Background: an optimization exercise with open tools, aiming at a short achievable clock period and few clock cycles. Do not read the settings as production practice. Function was checked by simulation only, so behaviour that the tests miss may differ from the original.

## flow/design.v (module list and top-level ports; edited modules follow where they fit)
// module conv_ctrl: 19 lines
// module window_fetch: 164 lines
// module conv_mac: 12225 lines
// module maxpool_unit: 78 lines
// module conv_top: 71 lines
module conv_top #(
  parameter int img_side_log2 = 6
) (
  input  logic        clk,
  input  logic        reset,
  input  logic        ready,
  input  logic [19:0] idata,
  input  logic [19:0] cdata_rd,
  output logic        busy,
  output logic [11:0] iaddr,
  output logic [2:0]  csel,
  output logic        cwr,
  output logic [11:0] caddr_wr,
  output logic [19:0] cdata_wr,
  output logic        crd,
  output logic [11:0] caddr_rd
);
  // ...
==> flow/run.sh <==
#!/bin/bash
# synth_recipe.tcl (not shown) runs the flow's synth.tcl, then flattens the netlist and writes it again
# the make line also repeats each setting of config.mk as NAME=value (left out here)
make -C /OpenROAD-flow-scripts/flow DESIGN_CONFIG=/design/flow/config.mk WORK_HOME=/design/flow/orfs CLKGATE_MAP_FILE= SYNTH_SCRIPT=/design/flow/synth_recipe.tcl finish
==> flow/config.mk <==
export PLATFORM = sky130hd
export DESIGN_NAME = conv_top
export DESIGN_NICKNAME = conv_top
export VERILOG_FILES = /design/flow/design.v
export SDC_FILE = /design/flow/constraint.sdc
export NUM_CORES = 4
export LEC_CHECK = 0
export CAP_MARGIN = 20
export CORE_MARGIN = 2
export CORE_UTILIZATION = 40
export SLEW_MARGIN = 20
==> flow/constraint.sdc <==
create_clock -name core_clock -period 15.0 [get_ports {clk}]
set_input_delay 3.0000 -clock core_clock [delete_from_list [all_inputs] [get_ports {clk}]]
set_output_delay 3.0000 -clock core_clock [all_outputs]
set_load 0.01 [all_outputs]
==> results.json, run 1 <==
{
  "fmax_ghz": 0.1404,
  "status": "timing/DRC/antenna clean",
  "setup_violations": 0,
  "reg2reg_slack_ps": 7880,
  "cts_buffer_depth": 3,
  "fill_cells": 20841,
  "wl_met3_um": 38820,
  "die_height_um": 481.1,
  "bufAreaShareNonClock_pct": 1.981,
  "busiest_layer": "met2",
  "fin_util_pct": 44.61,
  "synthXorXnorAreaFrac_pct": 0.9715,
  "r2r_start": "u_fetch.win_q[54]",
  "crit_cells": 15,
  "dp_cells": 10245,
  "largest_register": "u_fetch.win_q",
  "gp_congestion": 1.093,
  "clock_latency_ps": 840,
  "final_common_cell": "inv_1",
  "ant_nets": 0,
  "synth_mux_area_share_pct": 4.683,
  "crit_end": "u_mac.c0_bq[22]",
  "dieWidth_um": 481.1
}
Testbench counts, summed over its fixed seeds: cycles 164,128.
==> module window_fetch, before the edit <==
module window_fetch (
  input  logic         clk,
  input  logic         reset,
  input  logic         start,
  input  logic [19:0]  idata,
  output logic [11:0]  iaddr,
  output logic [179:0] win_q,
  output logic         win_valid,
  output logic [11:0]  win_tag
);
  logic       ract;
  logic [3:0] rs;
  logic [4:0] rR;
  logic [4:0] rbc;
  logic       rpro;
  logic       ract_n;
  logic [3:0] rs_n;
  logic [4:0] rR_n;
  logic [4:0] rbc_n;
  logic       rpro_n;
  always_comb begin
    ract_n = ract;
    rs_n   = rs;
    rR_n   = rR;
    rbc_n  = rbc;
    rpro_n = rpro;
    if (start) begin
      ract_n = 1'b1;
      rs_n   = 4'd4;
      rR_n   = 5'd31;
      rbc_n  = 5'd31;
      rpro_n = 1'b1;
    end else if (ract) begin
      if (rs == 4'd9 || (rs == 4'd7 && rpro)) begin
        rs_n   = 4'd0;
        rpro_n = 1'b0;
        rbc_n  = rbc + 5'd1;
        if (rbc == 5'd31) rR_n = rR + 5'd1;
        if (rR == 5'd31 && rbc == 5'd31 && !rpro) ract_n = 1'b0;
      end else begin
        rs_n = rs + 4'd1;
      end
    end
  end
  logic       n_b;
  logic       n_wrap;
  logic [4:0] n_rr;
  logic [5:0] n_row;
  logic [5:0] n_col;
  always_comb begin
    n_b    = rs_n[2];
    n_wrap = n_b && (rbc_n == 5'd31);
    n_rr   = n_wrap ? (rR_n + 5'd1) : rR_n;
    n_row  = {n_rr, 1'b0} + {4'd0, rs_n[1:0]} - 6'd1;
    n_col  = n_wrap ? 6'd0 : ({rbc_n, 1'b0} + (n_b ? 6'd2 : 6'd1));
  end
  always_ff @(posedge clk or posedge reset) begin
    if (reset) begin
      ract <= 1'b0;
      rs   <= '0;
      rR   <= '0;
      rbc  <= '0;
      rpro <= 1'b0;
    end else begin
      ract <= ract_n;
      rs   <= rs_n;
      rR   <= rR_n;
      rbc  <= rbc_n;
      rpro <= rpro_n;
    end
  end
  always_ff @(posedge clk) begin
    iaddr <= {n_row, n_col};
  end
  logic        cur_valid;
  logic        cur_b;
  logic        cur_wrap;
  logic [5:0]  cur_rr;
  logic        cur_pad;
  assign cur_valid = ract && !rs[3];
  assign cur_b     = rs[2];
  assign cur_wrap  = cur_b && (rbc == 5'd31);
  assign cur_rr    = cur_wrap ? ({1'b0, rR} + 6'd1) : {1'b0, rR};
  assign cur_pad   = (rs[1:0] == 2'd0 && cur_rr[4:0] == 5'd0) || (rs[1:0] == 2'd3 && cur_rr[4:0] == 5'd31);
  logic [19:0] pix_q;
  logic        i_valid;
  logic [1:0]  i_k;
  logic        i_pad;
  logic        i_first;    
  logic        i_wrap;     
  logic        i_launch;
  logic [11:0] i_tag;
  always_ff @(posedge clk) begin
    pix_q <= idata;
  end
  always_ff @(posedge clk or posedge reset) begin
    if (reset) begin
      i_valid <= 1'b0;
    end else begin
      i_valid <= cur_valid;
    end
  end
  always_ff @(posedge clk) begin
    i_k      <= rs[1:0];
    i_pad    <= cur_pad;
    i_first  <= !cur_b && (rbc == 5'd0);
    i_wrap   <= cur_wrap;
    i_launch <= !rpro;
    i_tag    <= {(rR == 5'd31) && (rbc == 5'd31) && cur_b, rR, rbc, cur_b};
  end
  logic [19:0] pix_v;
  logic [19:0] colbuf [0:2];
  logic [79:0] newcol;
  logic [79:0] wl;
  logic [79:0] wm;
  logic [79:0] wr;
  logic [79:0] pre;
  logic        l1;
  logic        l2;
  logic [11:0] l_tag;
  assign pix_v  = i_pad ? 20'd0 : pix_q;
  assign newcol = {pix_v, colbuf[2], colbuf[1], colbuf[0]};
  always_ff @(posedge clk) begin
    if (i_valid && i_k != 2'd3) colbuf[i_k] <= pix_v;
    if (i_valid && i_k == 2'd3) begin
      if (i_first) begin
        wl <= '0;
        wm <= pre;
        wr <= newcol;
      end else if (i_wrap) begin
        wl  <= wm;
        wm  <= wr;
        wr  <= '0;
        pre <= newcol;
      end else begin
        wl <= wm;
        wm <= wr;
        wr <= newcol;
      end
      l_tag <= i_tag;
    end
  end
  always_ff @(posedge clk or posedge reset) begin
    if (reset) begin
      l1 <= 1'b0;
      l2 <= 1'b0;
    end else begin
      l1 <= i_valid && (i_k == 2'd3) && i_launch;
      l2 <= l1;
    end
  end
  always_ff @(posedge clk) begin
    for (int dr = 0; dr < 3; dr++) begin
      win_q[(dr*3+0)*20 +: 20] <= l1 ? wl[dr*20 +: 20] : wl[(dr+1)*20 +: 20];
      win_q[(dr*3+1)*20 +: 20] <= l1 ? wm[dr*20 +: 20] : wm[(dr+1)*20 +: 20];
      win_q[(dr*3+2)*20 +: 20] <= l1 ? wr[dr*20 +: 20] : wr[(dr+1)*20 +: 20];
    end
    win_tag <= l_tag;
  end
  always_ff @(posedge clk or posedge reset) begin
    if (reset) win_valid <= 1'b0;
    else       win_valid <= l1;
  end
endmodule
==> module maxpool_unit, before the edit <==
module maxpool_unit (
  input  logic        clk,
  input  logic        reset,
  input  logic        res_valid,
  input  logic [11:0] res_tag,
  input  logic [19:0] res_ch0,
  input  logic [19:0] res_ch1,
  output logic        done,
  output logic [2:0]  csel,
  output logic        cwr,
  output logic [11:0] caddr_wr,
  output logic [19:0] cdata_wr
);
  logic [19:0] r00, r01, r10, r11;
  logic [19:0] cm0_cur, cm1_cur, cm0_prev, cm1_prev;
  logic [19:0] blk0, blk1;
  logic [4:0]  tR;
  logic [5:0]  tc;
  logic        tlast;
  logic        w1, w2, w3, w4, w5, w6, w7;
  always_ff @(posedge clk or posedge reset) begin
    if (reset) begin
      w1   <= 1'b0;
      w2   <= 1'b0;
      w3   <= 1'b0;
      w4   <= 1'b0;
      w5   <= 1'b0;
      w6   <= 1'b0;
      w7   <= 1'b0;
      done <= 1'b0;
      cwr  <= 1'b0;
      csel <= 3'd0;
    end else begin
      w1   <= res_valid;
      w2   <= w1;
      w3   <= w2;
      w4   <= w3;
      w5   <= w4 && tc[0];
      w6   <= w5;
      w7   <= w6 && tlast;
      done <= w7;
      cwr  <= w1 || w2 || w3 || w4 || w5 || w6;
      csel <= w1 ? 3'd1 : w2 ? 3'd2 : w3 ? 3'd1 : w4 ? 3'd2 : w5 ? 3'd3 : w6 ? 3'd4 : 3'd0;
    end
  end
  always_ff @(posedge clk) begin
    if (res_valid) begin
      r00   <= res_ch0;
      r01   <= res_ch1;
      tR    <= res_tag[10:6];
      tc    <= res_tag[5:0];
      tlast <= res_tag[11];
    end
    if (w1) begin
      r10 <= res_ch0;
      r11 <= res_ch1;
    end
    if (w2) begin
      cm0_prev <= cm0_cur;
      cm1_prev <= cm1_cur;
      cm0_cur  <= (r00 > r10) ? r00 : r10;
      cm1_cur  <= (r01 > r11) ? r01 : r11;
    end
    if (w4) begin
      blk0 <= (cm0_prev > cm0_cur) ? cm0_prev : cm0_cur;
      blk1 <= (cm1_prev > cm1_cur) ? cm1_prev : cm1_cur;
    end
    case (1'b1)
      w1: begin caddr_wr <= {tR, 1'b0, tc}; cdata_wr <= r00; end
      w2: begin cdata_wr <= r01; end
      w3: begin caddr_wr <= {tR, 1'b1, tc}; cdata_wr <= r10; end
      w4: begin cdata_wr <= r11; end
      w5: begin caddr_wr <= {2'b00, tR, tc[5:1]}; cdata_wr <= blk0; end
      w6: begin cdata_wr <= blk1; end
      default: ;
    endcase
  end
endmodule
==> module conv_top, before the edit <==
module conv_top #(
  parameter int img_side_log2 = 6
) (
  input  logic        clk,
  input  logic        reset,
  input  logic        ready,
  input  logic [19:0] idata,
  input  logic [19:0] cdata_rd,
  output logic        busy,
  output logic [11:0] iaddr,
  output logic [2:0]  csel,
  output logic        cwr,
  output logic [11:0] caddr_wr,
  output logic [19:0] cdata_wr,
  output logic        crd,
  output logic [11:0] caddr_rd
);
  logic         start;
  logic         done;
  logic [179:0] win_q;
  logic         win_valid;
  logic [11:0]  win_tag;
  logic         res_valid;
  logic [11:0]  res_tag;
  logic [19:0]  res_ch0;
  logic [19:0]  res_ch1;
  assign crd      = 1'b0;
  assign caddr_rd = 12'd0;
  conv_ctrl u_ctrl (
    .clk  (clk),
    .reset(reset),
    .ready(ready),
    .done (done),
    .busy (busy),
    .start(start)
  );
  window_fetch u_fetch (
    .clk      (clk),
    .reset    (reset),
    .start    (start),
    .idata    (idata),
    .iaddr    (iaddr),
    .win_q    (win_q),
    .win_valid(win_valid),
    .win_tag  (win_tag)
  );
  conv_mac u_mac (
    .clk       (clk),
    .reset     (reset),
    .valid_in  (win_valid),
    .tag_in    (win_tag),
    .valid_out (res_valid),
    .tag_out   (res_tag),
    .window    (win_q),
    .result_ch0(res_ch0),
    .result_ch1(res_ch1)
  );
  maxpool_unit u_pool (
    .clk      (clk),
    .reset    (reset),
    .res_valid(res_valid),
    .res_tag  (res_tag),
    .res_ch0  (res_ch0),
    .res_ch1  (res_ch1),
    .done     (done),
    .csel     (csel),
    .cwr      (cwr),
    .caddr_wr (caddr_wr),
    .cdata_wr (cdata_wr)
  );
endmodule
==> run 2: changes to the inputs <==
--- a/flow/design.v
+++ b/flow/design.v
@@ -20,19 +20,18 @@
 endmodule
 `timescale 1ns/10ps
 module window_fetch (
   input  logic         clk,
   input  logic         reset,
   input  logic         start,
   input  logic [19:0]  idata,
   output logic [11:0]  iaddr,
-  output logic [179:0] win_q,
-  output logic         win_valid,
-  output logic [11:0]  win_tag
+  output logic [179:0] window,
+  output logic         win_valid
 );
   logic       ract;
   logic [3:0] rs;
   logic [4:0] rR;
   logic [4:0] rbc;
   logic       rpro;
   logic       ract_n;
   logic [3:0] rs_n;
@@ -105,45 +104,42 @@
   assign cur_pad   = (rs[1:0] == 2'd0 && cur_rr[4:0] == 5'd0) || (rs[1:0] == 2'd3 && cur_rr[4:0] == 5'd31);
   logic [19:0] pix_q;
   logic        i_valid;
   logic [1:0]  i_k;
   logic        i_pad;
   logic        i_first;    
   logic        i_wrap;     
   logic        i_launch;
-  logic [11:0] i_tag;
   always_ff @(posedge clk) begin
     pix_q <= idata;
   end
   always_ff @(posedge clk or posedge reset) begin
     if (reset) begin
       i_valid <= 1'b0;
     end else begin
       i_valid <= cur_valid;
     end
   end
   always_ff @(posedge clk) begin
     i_k      <= rs[1:0];
     i_pad    <= cur_pad;
     i_first  <= !cur_b && (rbc == 5'd0);
     i_wrap   <= cur_wrap;
     i_launch <= !rpro;
-    i_tag    <= {(rR == 5'd31) && (rbc == 5'd31) && cur_b, rR, rbc, cur_b};
   end
   logic [19:0] pix_v;
   logic [19:0] colbuf [0:2];
   logic [79:0] newcol;
   logic [79:0] wl;
   logic [79:0] wm;
   logic [79:0] wr;
   logic [79:0] pre;
   logic        l1;
   logic        l2;
-  logic [11:0] l_tag;
   assign pix_v  = i_pad ? 20'd0 : pix_q;
   assign newcol = {pix_v, colbuf[2], colbuf[1], colbuf[0]};
   always_ff @(posedge clk) begin
     if (i_valid && i_k != 2'd3) colbuf[i_k] <= pix_v;
     if (i_valid && i_k == 2'd3) begin
       if (i_first) begin
         wl <= '0;
         wm <= pre;
@@ -153,49 +149,42 @@
         wm  <= wr;
         wr  <= '0;
         pre <= newcol;
       end else begin
         wl <= wm;
         wm <= wr;
         wr <= newcol;
       end
-      l_tag <= i_tag;
     end
   end
   always_ff @(posedge clk or posedge reset) begin
     if (reset) begin
       l1 <= 1'b0;
       l2 <= 1'b0;
     end else begin
       l1 <= i_valid && (i_k == 2'd3) && i_launch;
       l2 <= l1;
     end
   end
-  always_ff @(posedge clk) begin
+  always_comb begin
     for (int dr = 0; dr < 3; dr++) begin
-      win_q[(dr*3+0)*20 +: 20] <= l1 ? wl[dr*20 +: 20] : wl[(dr+1)*20 +: 20];
-      win_q[(dr*3+1)*20 +: 20] <= l1 ? wm[dr*20 +: 20] : wm[(dr+1)*20 +: 20];
-      win_q[(dr*3+2)*20 +: 20] <= l1 ? wr[dr*20 +: 20] : wr[(dr+1)*20 +: 20];
+      window[(dr*3+0)*20 +: 20] = l2 ? wl[(dr+1)*20 +: 20] : wl[dr*20 +: 20];
+      window[(dr*3+1)*20 +: 20] = l2 ? wm[(dr+1)*20 +: 20] : wm[dr*20 +: 20];
+      window[(dr*3+2)*20 +: 20] = l2 ? wr[(dr+1)*20 +: 20] : wr[dr*20 +: 20];
     end
-    win_tag <= l_tag;
-  end
-  always_ff @(posedge clk or posedge reset) begin
-    if (reset) win_valid <= 1'b0;
-    else       win_valid <= l1;
   end
+  assign win_valid = l1;
 endmodule
 `timescale 1ns/10ps
 module conv_mac (
   input  logic         clk,
   input  logic         reset,
   input  logic         valid_in,
-  input  logic [11:0]  tag_in,
   output logic         valid_out,
-  output logic [11:0]  tag_out,
   input  logic [179:0] window,
   output logic [19:0]  result_ch0,
   output logic [19:0]  result_ch1
 );
   logic [179:0] u;
   always_comb begin
     u = window;
     for (int i = 0; i < 9; i++) u[i*20+19] = ~window[i*20+19];
@@ -6336,27 +6325,19 @@
   assign c0_n3066 = (c0_n2919 & c0_n2992) | (c0_n2919 & c0_n2993) | (c0_n2992 & c0_n2993);
   assign c0_n3067 = c0_n2923 ^ c0_n2994 ^ c0_n2995;
   assign c0_n3068 = (c0_n2923 & c0_n2994) | (c0_n2923 & c0_n2995) | (c0_n2994 & c0_n2995);
   logic [35:0] c0_a, c0_b;
   assign c0_a = {c0_n3066, c0_n3064, c0_n3062, c0_n3060, c0_n3058, c0_n3056, c0_n3054, c0_n3052, c0_n3050, c0_n3048, c0_n3046, c0_n3044, c0_n3042, c0_n3040, c0_n3038, c0_n3036, c0_n3034, c0_n3032, c0_n3030, c0_n3028, c0_n3026, c0_n3024, c0_n3022, c0_n3020, c0_n3018, c0_n3016, c0_n3014, c0_n3012, c0_n3010, c0_n3008, c0_n3006, c0_n3004, c0_n3002, c0_n3000, c0_n2998, c0_n2925};
   assign c0_b = {c0_n3067, c0_n3065, c0_n3063, c0_n3061, c0_n3059, c0_n3057, c0_n3055, c0_n3053, c0_n3051, c0_n3049, c0_n3047, c0_n3045, c0_n3043, c0_n3041, c0_n3039, c0_n3037, c0_n3035, c0_n3033, c0_n3031, c0_n3029, c0_n3027, c0_n3025, c0_n3023, c0_n3021, c0_n3019, c0_n3017, c0_n3015, c0_n3013, c0_n3011, c0_n3009, c0_n3007, c0_n3005, c0_n3003, c0_n3001, c0_n2999, c0_n2997};
   logic [35:0] c0_aq, c0_bq;
   always_ff @(posedge clk) begin c0_aq <= c0_a; c0_bq <= c0_b; end
-  logic [16:0] c0_lo;
-  logic [19:0] c0_h0, c0_h1;
-  assign c0_lo = {1'b0, c0_aq[15:0]} + {1'b0, c0_bq[15:0]};
-  assign c0_h0 = c0_aq[35:16] + c0_bq[35:16];
-  assign c0_h1 = c0_aq[35:16] + c0_bq[35:16] + 20'd1;
-  logic c0_cq;
-  logic [19:0] c0_h0q, c0_h1q;
-  always_ff @(posedge clk) begin c0_cq <= c0_lo[16]; c0_h0q <= c0_h0; c0_h1q <= c0_h1; end
-  logic [19:0] c0_q;
-  assign c0_q = c0_cq ? c0_h1q : c0_h0q;
-  always_ff @(posedge clk) result_ch0 <= c0_q[19] ? 20'd0 : c0_q;
+  logic [35:0] c0_s;
+  assign c0_s = c0_aq + c0_bq;
+  always_ff @(posedge clk) result_ch0 <= c0_s[35] ? 20'd0 : c0_s[35:16];
   logic c1_n1;
   logic c1_n2;
   logic c1_n3;
   logic c1_n4;
   logic c1_n5;
   logic c1_n6;
   logic c1_n7;
   logic c1_n8;
@@ -12380,115 +12361,94 @@
   assign c1_n3012 = (c1_n2869 & c1_n2938) | (c1_n2869 & c1_n2939) | (c1_n2938 & c1_n2939);
   assign c1_n3013 = c1_n2870 ^ c1_n2940 ^ c1_n2941;
   assign c1_n3014 = (c1_n2870 & c1_n2940) | (c1_n2870 & c1_n2941) | (c1_n2940 & c1_n2941);
   logic [35:0] c1_a, c1_b;
   assign c1_a = {c1_n3012, c1_n3010, c1_n3008, c1_n3006, c1_n3004, c1_n3002, c1_n3000, c1_n2998, c1_n2996, c1_n2994, c1_n2992, c1_n2990, c1_n2988, c1_n2986, c1_n2984, c1_n2982, c1_n2980, c1_n2978, c1_n2976, c1_n2974, c1_n2972, c1_n2970, c1_n2968, c1_n2966, c1_n2964, c1_n2962, c1_n2960, c1_n2958, c1_n2956, c1_n2954, c1_n2952, c1_n2950, c1_n2948, c1_n2946, c1_n2944, c1_n2871};
   assign c1_b = {c1_n3013, c1_n3011, c1_n3009, c1_n3007, c1_n3005, c1_n3003, c1_n3001, c1_n2999, c1_n2997, c1_n2995, c1_n2993, c1_n2991, c1_n2989, c1_n2987, c1_n2985, c1_n2983, c1_n2981, c1_n2979, c1_n2977, c1_n2975, c1_n2973, c1_n2971, c1_n2969, c1_n2967, c1_n2965, c1_n2963, c1_n2961, c1_n2959, c1_n2957, c1_n2955, c1_n2953, c1_n2951, c1_n2949, c1_n2947, c1_n2945, c1_n2943};
   logic [35:0] c1_aq, c1_bq;
   always_ff @(posedge clk) begin c1_aq <= c1_a; c1_bq <= c1_b; end
-  logic [16:0] c1_lo;
-  logic [19:0] c1_h0, c1_h1;
-  assign c1_lo = {1'b0, c1_aq[15:0]} + {1'b0, c1_bq[15:0]};
-  assign c1_h0 = c1_aq[35:16] + c1_bq[35:16];
-  assign c1_h1 = c1_aq[35:16] + c1_bq[35:16] + 20'd1;
-  logic c1_cq;
-  logic [19:0] c1_h0q, c1_h1q;
-  always_ff @(posedge clk) begin c1_cq <= c1_lo[16]; c1_h0q <= c1_h0; c1_h1q <= c1_h1; end
-  logic [19:0] c1_q;
-  assign c1_q = c1_cq ? c1_h1q : c1_h0q;
-  always_ff @(posedge clk) result_ch1 <= c1_q[19] ? 20'd0 : c1_q;
-  logic [2:0] vpipe;
-  logic [11:0] tpipe [0:2];
+  logic [35:0] c1_s;
+  assign c1_s = c1_aq + c1_bq;
+  always_ff @(posedge clk) result_ch1 <= c1_s[35] ? 20'd0 : c1_s[35:16];
+  logic [1:0] vpipe;
   always_ff @(posedge clk or posedge reset) begin
     if (reset) vpipe <= '0;
-    else vpipe <= {vpipe[1:0], valid_in};
+    else vpipe <= {vpipe[0:0], valid_in};
   end
-  always_ff @(posedge clk) begin
-    tpipe[0] <= tag_in;
-    for (int i = 1; i < 3; i++) tpipe[i] <= tpipe[i-1];
-  end
-  assign valid_out = vpipe[2];
-  assign tag_out = tpipe[2];
+  assign valid_out = vpipe[1];
 endmodule
 `timescale 1ns/10ps
 module maxpool_unit (
   input  logic        clk,
   input  logic        reset,
   input  logic        res_valid,
-  input  logic [11:0] res_tag,
   input  logic [19:0] res_ch0,
   input  logic [19:0] res_ch1,
   output logic        done,
   output logic [2:0]  csel,
   output logic        cwr,
   output logic [11:0] caddr_wr,
   output logic [19:0] cdata_wr
 );
-  logic [19:0] r00, r01, r10, r11;
-  logic [19:0] cm0_cur, cm1_cur, cm0_prev, cm1_prev;
-  logic [19:0] blk0, blk1;
-  logic [4:0]  tR;
-  logic [5:0]  tc;
-  logic        tlast;
-  logic        w1, w2, w3, w4, w5, w6, w7;
+  logic [19:0] r01, r10, r11;
+  logic [19:0] m0, m1;
+  logic [4:0]  wR;
+  logic [5:0]  wc;
+  logic        w1, w2, w3, w4, w5;
+  logic        advance;
+  logic        last;
+  assign last    = (wR == 5'd31) && (wc == 6'd63);
+  assign advance = (w3 && !wc[0]) || w5;
   always_ff @(posedge clk or posedge reset) begin
     if (reset) begin
       w1   <= 1'b0;
       w2   <= 1'b0;
       w3   <= 1'b0;
       w4   <= 1'b0;
       w5   <= 1'b0;
-      w6   <= 1'b0;
-      w7   <= 1'b0;
       done <= 1'b0;
       cwr  <= 1'b0;
       csel <= 3'd0;
+      wR   <= '0;
+      wc   <= '0;
     end else begin
       w1   <= res_valid;
       w2   <= w1;
       w3   <= w2;
-      w4   <= w3;
-      w5   <= w4 && tc[0];
-      w6   <= w5;
-      w7   <= w6 && tlast;
-      done <= w7;
-      cwr  <= w1 || w2 || w3 || w4 || w5 || w6;
-      csel <= w1 ? 3'd1 : w2 ? 3'd2 : w3 ? 3'd1 : w4 ? 3'd2 : w5 ? 3'd3 : w6 ? 3'd4 : 3'd0;
+      w4   <= w3 && wc[0];
+      w5   <= w4;
+      done <= w5 && last;
+      cwr  <= res_valid || w1 || w2 || w3 || w4 || w5;
+      csel <= res_valid ? 3'd1 : w1 ? 3'd2 : w2 ? 3'd1 : w3 ? 3'd2 : w4 ? 3'd3 : w5 ? 3'd4 : 3'd0;
+      if (advance) begin
+        wc <= wc + 6'd1;
+        if (wc == 6'd63) wR <= wR + 5'd1;
+      end
     end
   end
   always_ff @(posedge clk) begin
     if (res_valid) begin
-      r00   <= res_ch0;
-      r01   <= res_ch1;
-      tR    <= res_tag[10:6];
-      tc    <= res_tag[5:0];
-      tlast <= res_tag[11];
+      r01 <= res_ch1;
+      m0  <= (wc[0] && m0 > res_ch0) ? m0 : res_ch0;
+      m1  <= (wc[0] && m1 > res_ch1) ? m1 : res_ch1;
     end
     if (w1) begin
       r10 <= res_ch0;
       r11 <= res_ch1;
-    end
-    if (w2) begin
-      cm0_prev <= cm0_cur;
-      cm1_prev <= cm1_cur;
-      cm0_cur  <= (r00 > r10) ? r00 : r10;
-      cm1_cur  <= (r01 > r11) ? r01 : r11;
-    end
-    if (w4) begin
-      blk0 <= (cm0_prev > cm0_cur) ? cm0_prev : cm0_cur;
-      blk1 <= (cm1_prev > cm1_cur) ? cm1_prev : cm1_cur;
+      m0  <= (m0 > res_ch0) ? m0 : res_ch0;
+      m1  <= (m1 > res_ch1) ? m1 : res_ch1;
     end
     case (1'b1)
-      w1: begin caddr_wr <= {tR, 1'b0, tc}; cdata_wr <= r00; end
-      w2: begin cdata_wr <= r01; end
-      w3: begin caddr_wr <= {tR, 1'b1, tc}; cdata_wr <= r10; end
-      w4: begin cdata_wr <= r11; end
-      w5: begin caddr_wr <= {2'b00, tR, tc[5:1]}; cdata_wr <= blk0; end
-      w6: begin cdata_wr <= blk1; end
+      res_valid: begin caddr_wr <= {wR, 1'b0, wc}; cdata_wr <= res_ch0; end
+      w1:        begin cdata_wr <= r01; end
+      w2:        begin caddr_wr <= {wR, 1'b1, wc}; cdata_wr <= r10; end
+      w3:        begin cdata_wr <= r11; end
+      w4:        begin caddr_wr <= {2'b00, wR, wc[5:1]}; cdata_wr <= m0; end
+      w5:        begin cdata_wr <= m1; end
       default: ;
     endcase
   end
 endmodule
 `timescale 1ns/10ps
 module conv_top #(
   parameter int img_side_log2 = 6
 ) (
@@ -12503,21 +12463,19 @@
   output logic        cwr,
   output logic [11:0] caddr_wr,
   output logic [19:0] cdata_wr,
   output logic        crd,
   output logic [11:0] caddr_rd
 );
   logic         start;
   logic         done;
-  logic [179:0] win_q;
+  logic [179:0] window;
   logic         win_valid;
-  logic [11:0]  win_tag;
   logic         res_valid;
-  logic [11:0]  res_tag;
   logic [19:0]  res_ch0;
   logic [19:0]  res_ch1;
   assign crd      = 1'b0;
   assign caddr_rd = 12'd0;
   conv_ctrl u_ctrl (
     .clk  (clk),
     .reset(reset),
     .ready(ready),
@@ -12526,36 +12484,32 @@
     .start(start)
   );
   window_fetch u_fetch (
     .clk      (clk),
     .reset    (reset),
     .start    (start),
     .idata    (idata),
     .iaddr    (iaddr),
-    .win_q    (win_q),
-    .win_valid(win_valid),
-    .win_tag  (win_tag)
+    .window   (window),
+    .win_valid(win_valid)
   );
   conv_mac u_mac (
     .clk       (clk),
     .reset     (reset),
     .valid_in  (win_valid),
-    .tag_in    (win_tag),
     .valid_out (res_valid),
-    .tag_out   (res_tag),
-    .window    (win_q),
+    .window    (window),
     .result_ch0(res_ch0),
     .result_ch1(res_ch1)
   );
   maxpool_unit u_pool (
     .clk      (clk),
     .reset    (reset),
     .res_valid(res_valid),
-    .res_tag  (res_tag),
     .res_ch0  (res_ch0),
     .res_ch1  (res_ch1),
     .done     (done),
     .csel     (csel),
     .cwr      (cwr),
     .caddr_wr (caddr_wr),
     .cdata_wr (cdata_wr)
   );
==> flow/flow/run.sh (new file) <==
#!/bin/bash
# The standard layout (the standard.sh: standard synthesis, floorplan,
# placement, CTS, routing, finish), with the resizer's setup repair aimed at
# a slack margin instead of zero. The SDC is the standard flow's, unchanged.
set -euo pipefail
bash standard.sh SETUP_SLACK_MARGIN=11 finish > standard_flow.log 2>&1
==> flow/standard.sh (new file) <==
#!/bin/bash
# synth_recipe.tcl (not shown) runs the flow's synth.tcl, then flattens the netlist and writes it again
# the make line also repeats each setting of config.mk as NAME=value (left out here)
make -C /OpenROAD-flow-scripts/flow DESIGN_CONFIG=/design/flow/config.mk WORK_HOME=/design/flow/orfs CLKGATE_MAP_FILE= SYNTH_SCRIPT=/design/flow/synth_recipe.tcl "${@:-finish}"
==> flow/config.mk (replaced) <==
export PLATFORM = sky130hd
export DESIGN_NAME = conv_top
export DESIGN_NICKNAME = conv_top
export VERILOG_FILES = /design/flow/design.v
export SDC_FILE = /design/flow/constraint.sdc
export NUM_CORES = 4
export LEC_CHECK = 0
export ABC_CLOCK_PERIOD_IN_PS = 4000
export CAP_MARGIN = 20
export CORE_MARGIN = 2
export CORE_UTILIZATION = 40
export SLEW_MARGIN = 20
removed: flow/run.sh
==> results.json, run 2 <==
{
  "drv_slew": 0,
  "hold_violations": 0,
  "core_um2": 194400,
  "whs_path_depth": 0,
  "fmax_ghz": 0.1573,
  "drt_wl_total_um": 330100,
  "cts_hold_buf": 0,
  "busiest_layer": "met2",
  "synth_top_flop_cell": "edfxtp_1",
  "worstMarginPinSlew_ps": 1151,
  "grt_pass1_vias": 54554,
  "hp-class": "register to register",
  "min_period_ps": 6355,
  "avgSynthCellArea_um2": 12.31,
  "area_growth_syn_to_layout_pct": 26.43,
  "start_util_pct": 40.13,
  "skew_ps": 79.98,
  "synth.top_cell.area_share_pct": 47.94,
  "crit_path_max_fanout": 8,
  "cts_root_buffer": "clkbuf_16",
  "antenna_found_initial": 13,
  "rsz0062_at_grt": "yes",
  "grt_use_met2_pct": 49.02,
  "grtUsageMet1_pct": 44.06,
  "critPathSlowestCell": "fa_2",
  "cts_buffer_depth": 3,
  "synthXorXnorAreaFrac_pct": 0.9207,
  "drive_gt1_share_pct": 33.31,
  "crit_arrival_ps": 7030,
  "clk_pin_slew_ps": 60,
  "synth_edf_count": 505,
  "ys_ff_latch": 769,
  "io_pins": 105,
  "grt_use_met3_pct": 13.01,
  "cp_cell_sequence": "buf_4 -> buf_16 -> buf_12 -> mux2i_4 -> clkinv_4 -> fa_2 -> clkinvlp_4 -> fa_1 -> fa_1 -> inv_1 -> fa_1 -> inv_1 -> fa_2 -> fa_2 -> fa_2 -> fa_1 -> inv_2 -> fa_2",
  "cp.required_ps": 15680,
  "final_cell_mix": "1679 x inv_1, 1293 x fa_1, 575 x fa_2",
  "cts_max_level": 3,
  "tns_ps": 0,
  "grt_max_degree": 82,
  "syn_inst": 6339,
  "synthArstFlopShare_pct": 5.592,
  "num_vias": 51036,
  "fin_nets": 9526,
  "die_area_um2": 198600,
  "yosysMostFrequentCell": "inv_1",
  "drt_pre_antenna_iters": 6,
  "critPathMostFrequentCell": "fa_2",
  "dieWidth_um": 445.6,
  "status": "timing/DRC/antenna clean",
  "worstHoldStart": "u_fetch.l1",
  "grt_pass1_wl_um": 448000,
  "port_buffers": 70,
  "cap_violations": 0,
  "critPathMaxStageDelay_ps": 640,
  "ant_nets": 0,
  "rr_worst_depth": 18,
  "synth_cell_type_count": 66,
  "fin_crit_sh_pct": 42.37,
  "syn_area_um2": 78000,
  "place_hpwl_um": 256300,
  "synth_simple_gate_area_share_pct": 3.684,
  "post-place-ws_ps": 6192,
  "endpoint_kind": "register",
  "clock-sinks": 769,
  "relSlewSlack_pct": 23.03,
  "setup_violations": 0,
  "fin_cells": 9979,
  "r2r_end": "u_mac.c1_bq[22]",
  "drc": 0,
  "synth_compound_area_share_pct": 2.313,
  "critPathTopFamily": "adder cells",
  "hold_end": "u_mac.vpipe[0]",
  "synth_fa_ha_area_share_pct": 52.01,
  "synth_largest_area_cell": "fa_1",
  "cp-start-kind": "register",
  "grt_usage_pct": 33.90,
  "tritoncts": "done",
  "cts_buffers": 86,
  "yosysWarnings": 4,
  "synth_area_leaders": "fa_1 48%, edfxtp_1 19%, inv_1 10%, dfxtp_1 5.7%, ha_1 4.1%",
  "synth_mux_area_share_pct": 3.739,
  "ys_top_cells_by_count": "2143 x inv_1, 1868 x fa_1, 505 x edfxtp_1",
  "vias_per_cell": 5.114,
  "r2r_start": "u_mac.vpipe[0]",
  "fin_util_pct": 50.74,
  "rows": 162,
  "final_common_cell": "inv_1",
  "die_height_um": 445.6,
  "dp_cells": 9038,
  "grt_overflow": 0,
  "yosysSeqAreaShare_pct": 26.49,
  "drt_iter0_drc": 5676,
  "path_buf_inv": 8,
  "clock_latency_ps": 800,
  "critical_path_class": "register to register",
  "gp_congestion": 1.075,
  "synth_top_family_by_area": "adder cells",
  "hold_slack_ps": 361.0,
  "routedWlPerCell_um": 33.08,
  "worst_slack_ps": 8645,
  "reg2reg_slack_ps": 8640
}
## run 2: stage by stage
stage               instance area (µm²)
floorplan                         79330
global placement                  84350
detailed placement                84360
CTS                               96750
global route                      98620
finish                            98620
## run 2: layer usage
| metal | vias to the layer above | part of all wire [%] | wire length (µm) |
|---|---|---|---|
| met2 | 2920 | 42 | 138700 |
| li1 | 20444 | - | - |
| met3 | 722 | 13 | 42030 |
| met4 | 6 | 6.7 | 22010 |
| met1 | 26944 | 39 | 127300 |
| met5 | - | 0.014 | 45 |
## run 2: kinds of logic (layout without fill, tap and decap cells)
| group | count (synthesis) | count (layout) |
|---|---|---|
| buffers and inverters | 2236 | 3320 |
| adder cells (fa/ha/maj) | 2122 | 2122 |
| flip-flops | 769 | 769 |
| AND/OR/NAND/NOR | 562 | 562 |
| AO/OA/AOI/OAI | 289 | 289 |
| multiplexers | 281 | 281 |
| XOR/XNOR | 79 | 79 |
| other | 1 | 15 |
## run 2: area by class of cell
class,instances,area (µm²)
Fill cell,16872,95760
Tap cell,2542,3181
Timing Repair Buffer,1015,10840
Clock buffer,101,2258
Multi-Input combinational cell,3347,52240
Antenna cell,1,2.502
Inverter,2143,8677
Sequential cell,769,20690
Clock inverter,61,735.7
## run 2: worst max-delay path by stage
stage	start	to	cells after the start
2_1_floorplan	u_mac.vpipe[0]	u_mac.c0_bq[23]	16
3_3_place_gp	u_mac.vpipe[0]	u_mac.c1_bq[21]	16
3_5_place_dp	u_mac.vpipe[0]	u_mac.c1_bq[22]	16
4_1_cts	u_mac.vpipe[0]	u_mac.c1_bq[17]	18
5_1_grt	u_mac.vpipe[0]	u_mac.c1_bq[17]	19
6_report	u_mac.vpipe[0]	u_mac.c1_bq[22]	18
## run 2: what timing repair did
action / in CTS / in global routing
setup buffers: 637 / 124
pin swaps: 326 / 316
cloned: 17 / 0
endpoints found under the setup margin: 210 / 200
resized for setup: 1364 / 402
Testbench counts of run 2, summed over its fixed seeds: cycles 164,064.

==> separate check: timing with driven ports <==
Ports are ideal in the flow. The routed layouts listed here were re-timed in OpenROAD.
Step 1: set_driving_cell puts a clkbuf_16 on clk and a buf_2 on each other input, an assumption about the parent block.
Step 2 also shifts input and output timing later by t, the mid clock arrival at the registers, as if the neighbouring blocks saw the same clock.
a / b / c = ideal / step 1 / step 2; a / b = the first two.
run	shift t [ns]	setup WS [ns]	hold WS [ns]	latest minus earliest clock arrival (ns)
run 1	0.901	7.876 / 7.876 / 7.876	0.311 / 0.311 / 0.311	0.067 / 0.068
run 2	0.851	8.645 / 8.645 / 8.645	0.361 / 0.361 / 0.361	0.081 / 0.082
After both steps setup and hold are still met in every run listed.
